From an optimization exercise on the open Yosys and OpenROAD flow, aimed at small area; shortcuts taken in it are not production practice. Only simulation tests tie the RTL to the original design; equivalence was not proved. No activity file was given, so power comes from the tool's default toggle rates.

==> flow/design.v <==
package regfile_2w_sweep_pkg;
    typedef enum logic {
        RF_SWEEP = 1'b0,
        RF_READY = 1'b1
    } rf_state_t;
    localparam logic [31:0] RF_GP_INIT_DEFAULT    = 32'h0000_1800;
    localparam logic [31:0] RF_SP_INIT_DEFAULT    = 32'h0000_2ffe;
    localparam logic [31:0] RF_MIO_OFFSET_DEFAULT = 32'h0000_0020;
endpackage
module regfile_2w_sweep_aoi3 #(
    parameter int unsigned WIDTH = 32
) (
    input  logic [2:0]         s,
    input  logic [WIDTH-1:0]   t0,
    input  logic [WIDTH-1:0]   t1,
    input  logic [WIDTH-1:0]   t2,
    output logic [WIDTH-1:0]   d
);
    assign d = ~(({WIDTH{s[0]}} & t0) | ({WIDTH{s[1]}} & t1) | ({WIDTH{s[2]}} & t2));
endmodule
module regfile_2w_sweep_aoi2 #(
    parameter int unsigned WIDTH = 32
) (
    input  logic [1:0]         s,
    input  logic [WIDTH-1:0]   t0,
    input  logic [WIDTH-1:0]   t1,
    output logic [WIDTH-1:0]   d
);
    assign d = ~(({WIDTH{s[0]}} & t0) | ({WIDTH{s[1]}} & t1));
endmodule
module regfile_2w_sweep_nandw #(
    parameter int unsigned WIDTH = 32,
    parameter int unsigned N     = 4
) (
    input  logic [N*WIDTH-1:0] i,
    output logic [WIDTH-1:0]   d
);
    always_comb begin
        d = '1;
        for (int k = 0; k < N; k++) d = d & i[k*WIDTH +: WIDTH];
        d = ~d;
    end
endmodule
module regfile_2w_sweep_rf_read_mux #(
    parameter int unsigned WIDTH  = 32,
    parameter int unsigned NT     = 31,
    parameter bit          BYPASS = 1'b1
) (
    input  logic [NT-1:0]       sel,
    input  logic [NT*WIDTH-1:0] terms,
    input  logic [1:0]          bsel,
    input  logic [WIDTH-1:0]    bt0,
    input  logic [WIDTH-1:0]    bt1,
    input  logic                nhit,
    input  logic                flip,
    output logic [WIDTH-1:0]    rdata
);
    localparam int unsigned NG = (NT + 2) / 3;     
    localparam int unsigned NF = NT / 3;           
    localparam int unsigned NP = (NG + 3) / 4;     
    logic [NG*WIDTH-1:0] grp_n;
    logic [WIDTH-1:0]    part [NP];
    logic [WIDTH-1:0]    byp_n;
    logic [WIDTH-1:0]    stored;
    for (genvar g = 0; g < NF; g++) begin : g_grp
        regfile_2w_sweep_aoi3 #(.WIDTH(WIDTH)) u_aoi (
            .s  (sel[3*g +: 3]),
            .t0 (terms[(3*g)*WIDTH +: WIDTH]),
            .t1 (terms[(3*g+1)*WIDTH +: WIDTH]),
            .t2 (terms[(3*g+2)*WIDTH +: WIDTH]),
            .d  (grp_n[g*WIDTH +: WIDTH])
        );
    end
    if (NG > NF) begin : g_last
        always_comb begin
            grp_n[NF*WIDTH +: WIDTH] = '0;
            for (int t = 3 * NF; t < NT; t++) begin
                grp_n[NF*WIDTH +: WIDTH] = grp_n[NF*WIDTH +: WIDTH]
                                         | ({WIDTH{sel[t]}} & terms[t*WIDTH +: WIDTH]);
            end
            grp_n[NF*WIDTH +: WIDTH] = ~grp_n[NF*WIDTH +: WIDTH];
        end
    end
    for (genvar p = 0; p < NP; p++) begin : g_part
        localparam int unsigned N = (NG - 4 * p < 4) ? NG - 4 * p : 4;
        regfile_2w_sweep_nandw #(.WIDTH(WIDTH), .N(N)) u_nand (
            .i (grp_n[4*p*WIDTH +: N*WIDTH]),
            .d (part[p])
        );
    end
    always_comb begin
        stored = '0;
        for (int p = 0; p < NP; p++) stored = stored | part[p];
    end
    if (BYPASS) begin : g_byp
        regfile_2w_sweep_aoi2 #(.WIDTH(WIDTH)) u_byp (
            .s(bsel), .t0(bt0), .t1(bt1), .d(byp_n)
        );
        assign rdata = ((stored & {WIDTH{nhit}}) | ~byp_n) ^ {WIDTH{flip}};
    end else begin : g_nobyp
        assign byp_n = '1;
        assign rdata = stored ^ {WIDTH{flip}};
    end
endmodule
module regfile_2w_sweep #(
    parameter int unsigned     WIDTH      = 32,
    parameter int unsigned     ADDR_WIDTH = 5,
    parameter int unsigned     NUM        = 32,
    parameter bit              BYPASS     = 1'b1,
    parameter int unsigned     GP_IDX     = 28,
    parameter logic [WIDTH-1:0] GP_INIT   = WIDTH'(regfile_2w_sweep_pkg::RF_GP_INIT_DEFAULT),
    parameter int unsigned     SP_IDX     = 29,
    parameter logic [WIDTH-1:0] SP_INIT   = WIDTH'(regfile_2w_sweep_pkg::RF_SP_INIT_DEFAULT),
    parameter int unsigned     MIO_IDX    = 17,
    parameter logic [31:0]     MIO_OFFSET = regfile_2w_sweep_pkg::RF_MIO_OFFSET_DEFAULT
) (
    input  logic                  clk,
    input  logic                  reset,
    input  logic                  we_a,
    input  logic [ADDR_WIDTH-1:0] waddr_a,
    input  logic [WIDTH-1:0]      wdata_a,
    input  logic                  we_b,
    input  logic [ADDR_WIDTH-1:0] waddr_b,
    input  logic [WIDTH-1:0]      wdata_b,
    input  logic [ADDR_WIDTH-1:0] raddr1,
    input  logic [ADDR_WIDTH-1:0] raddr2,
    output logic [WIDTH-1:0]      rdata1,
    output logic [WIDTH-1:0]      rdata2,
    input  logic [ADDR_WIDTH-1:0] dbg_addr,
    output logic [WIDTH-1:0]      dbg_data,
    output logic                  busy,
    output logic [31:0]           CPU_MIO
);
    localparam int unsigned IW = $clog2(NUM);
    logic [WIDTH-1:0] regs [NUM];
    regfile_2w_sweep_pkg::rf_state_t state_q;
    logic [IW-1:0]    ptr_q;
    logic             ready;
    logic             phase;
    assign ready = (state_q == regfile_2w_sweep_pkg::RF_READY);
    assign busy  = (state_q == regfile_2w_sweep_pkg::RF_SWEEP);
    always_ff @(posedge clk) begin
        if (reset) begin
            state_q <= regfile_2w_sweep_pkg::RF_SWEEP;
            ptr_q   <= '0;
        end else if (!ready) begin
            if (32'(ptr_q) == NUM - 1) begin
                state_q <= regfile_2w_sweep_pkg::RF_READY;
                ptr_q   <= '0;
            end else begin
                ptr_q <= ptr_q + 1'b1;
            end
        end
    end
    always_ff @(posedge clk) phase <= !phase && !reset;
    logic [IW-1:0]    wa_addr;
    logic [WIDTH-1:0] wa_data;
    logic             wa_en, wb_en;
    logic [WIDTH-1:0] sweep_val;
    logic [WIDTH-1:0] xb, xa;
    always_comb begin
        sweep_val = '0;
        if (32'(ptr_q) == GP_IDX) sweep_val = GP_INIT;
        else if (32'(ptr_q) == SP_IDX) sweep_val = SP_INIT;
    end
    assign wa_addr = ready ? waddr_a[IW-1:0] : ptr_q;
    assign wa_data = ready ? wdata_a : sweep_val;
    assign wa_en   = !reset && (ready ? we_a : 1'b1);
    assign wb_en   = !reset && ready && we_b;
    assign xb = wdata_b ^ {WIDTH{phase}};
    assign xa = wa_data ^ {WIDTH{phase}};
    logic [NUM-1:0] sel_a, sel_b, hold;
    always_comb begin
        sel_a = '0;
        sel_b = '0;
        hold  = '0;
        for (int i = 1; i < NUM; i++) begin
            sel_b[i] = wb_en && (32'(waddr_b) == i);
            sel_a[i] = wa_en && (32'(wa_addr) == i) && !sel_b[i];
            hold[i]  = !sel_b[i] && !sel_a[i];
        end
    end
    assign regs[0] = '0;
    for (genvar g = 1; g < NUM; g++) begin : g_reg
        logic [WIDTH-1:0] d;
        regfile_2w_sweep_aoi3 #(.WIDTH(WIDTH)) u_next (
            .s({hold[g], sel_a[g], sel_b[g]}), .t0(xb), .t1(xa), .t2(regs[g]), .d(d)
        );
        always_ff @(posedge clk) regs[g] <= d;
    end
    logic [(NUM-1)*WIDTH-1:0] stored_flat;
    always_comb begin
        for (int i = 1; i < NUM; i++) stored_flat[(i-1)*WIDTH +: WIDTH] = regs[i];
    end
    logic [NUM-2:0] rsel1, rsel2, dsel;
    logic           nz1, nz2, hb1, hb2, ha1, ha2;
    always_comb begin
        for (int i = 1; i < NUM; i++) begin
            rsel1[i-1] = (32'(raddr1) == i);
            rsel2[i-1] = (32'(raddr2) == i);
            dsel[i-1]  = !reset && (32'(dbg_addr) == i);
        end
    end
    assign nz1 = (raddr1 != '0);
    assign nz2 = (raddr2 != '0);
    assign hb1 = BYPASS && nz1 && ready && we_b && (waddr_b == raddr1);
    assign hb2 = BYPASS && nz2 && ready && we_b && (waddr_b == raddr2);
    assign ha1 = BYPASS && nz1 && ready && we_a && (waddr_a == raddr1) && !hb1;
    assign ha2 = BYPASS && nz2 && ready && we_a && (waddr_a == raddr2) && !hb2;
    regfile_2w_sweep_rf_read_mux #(.WIDTH(WIDTH), .NT(NUM-1), .BYPASS(BYPASS)) u_rd1 (
        .sel(rsel1), .terms(stored_flat), .bsel({ha1, hb1}), .bt0(xb), .bt1(xa),
        .nhit(!(hb1 || ha1)), .flip(phase && nz1), .rdata(rdata1)
    );
    regfile_2w_sweep_rf_read_mux #(.WIDTH(WIDTH), .NT(NUM-1), .BYPASS(BYPASS)) u_rd2 (
        .sel(rsel2), .terms(stored_flat), .bsel({ha2, hb2}), .bt0(xb), .bt1(xa),
        .nhit(!(hb2 || ha2)), .flip(phase && nz2), .rdata(rdata2)
    );
    logic [WIDTH-1:0] dbg_next;
    regfile_2w_sweep_rf_read_mux #(.WIDTH(WIDTH), .NT(NUM-1), .BYPASS(1'b0)) u_rd_dbg (
        .sel(dsel), .terms(stored_flat), .bsel(2'b00), .bt0('0), .bt1('0), .nhit(1'b1),
        .flip(phase && !reset && (dbg_addr != '0)), .rdata(dbg_next)
    );
    always_ff @(posedge clk) dbg_data <= dbg_next;
    assign CPU_MIO = 32'(regs[MIO_IDX] ^ {WIDTH{phase}}) + MIO_OFFSET;
endmodule
Settings: LEC_CHECK=0, CAP_MARGIN=10, CELL_PAD_IN_SITES_DETAIL_PLACEMENT=1, CELL_PAD_IN_SITES_GLOBAL_PLACEMENT=1, CORE_MARGIN=2, CORE_UTILIZATION=35, CTS_BUF_LIST=sky130_fd_sc_hd__clkbuf_16, CTS_CLUSTER_DIAMETER=90, CTS_CLUSTER_SIZE=20, PLACE_DENSITY=0.45, SETUP_SLACK_MARGIN=0.05, SLEW_MARGIN=10, SYNTH_HIERARCHICAL=1, SYNTH_MINIMUM_KEEP_SIZE=0; clock period 7.0 ns.
standard.sh (not shown) runs the stock make flow with config.mk's settings and CLKGATE_MAP_FILE= SYNTH_SCRIPT=/design/flow/synth_recipe.tcl, a recipe that flattens the netlist after the stock synthesis.
==> flow/flow/run.sh <==
#!/bin/bash
# Own layout flow: the standard layout (standard.sh) with one change made through an
# ORFS variable that config.mk leaves unset: the port buffers that buffer_ports adds are
# sky130_fd_sc_hd__buf_2 instead of the cell the resizer picks by itself (a slow delay
# buffer). Every input and output port is still buffered.
# The make output goes to standard.log here; ORFS keeps each step's log under orfs/logs/.
set -euo pipefail
export BUFFER_PORTS_ARGS="-buffer_cell sky130_fd_sc_hd__buf_2"
bash standard.sh > standard.log 2>&1
The baseline reached the layout checks and failed them: negative setup slack.
Then changed:
- CAP_MARGIN: 10 -> 20
- CELL_PAD_IN_SITES_DETAIL_PLACEMENT: 1 -> not set
- CELL_PAD_IN_SITES_GLOBAL_PLACEMENT: 1 -> not set
- PLACE_DENSITY: 0.45 -> 0.42
- SLEW_MARGIN: 10 -> 20
=> The new run completed with no timing, DRC or antenna violations. Global-route usage fell by 1.8 points. Final cell count went down by 0.45%. Maximum frequency is higher by 11%. Core utilization drops by 0.26 points. Power decreases by 3.9%. Worst setup slack improved by 0.69 ns. Worst hold slack stays flat.

[separate check: timing with driven ports]
Ports are ideal in the flow. The routed layouts listed here were re-timed in OpenROAD.
Step 1, drivers: a clkbuf_16 drives clk and a buf_2 each remaining input, both assumed.
Step 2 moves the port delays by t, midway between the first and last clock arrival at a register: inputs arrive t later, outputs are due t later. That takes back most of the time a late clock gives input paths.
Three values: ideal, step 1, step 2; two values: the first two.
| run | t, ns | setup WS [ns] | worst setup path at the end | latest minus earliest clock arrival (ns) | pins driven straight from the clock port |
|---|---|---|---|---|---|
| the first run | 0.804 | -0.123 / -0.146 / -0.146 | input to output | 0.051 / 0.051 | 1 |
| the second run | 0.843 | 0.568 / 0.549 / 0.549 | input to output | 0.076 / 0.076 | 1 |
The setup slack of the first run, which loses most, moves by -0.023 ns with the drivers and by -0.023 ns with both steps.
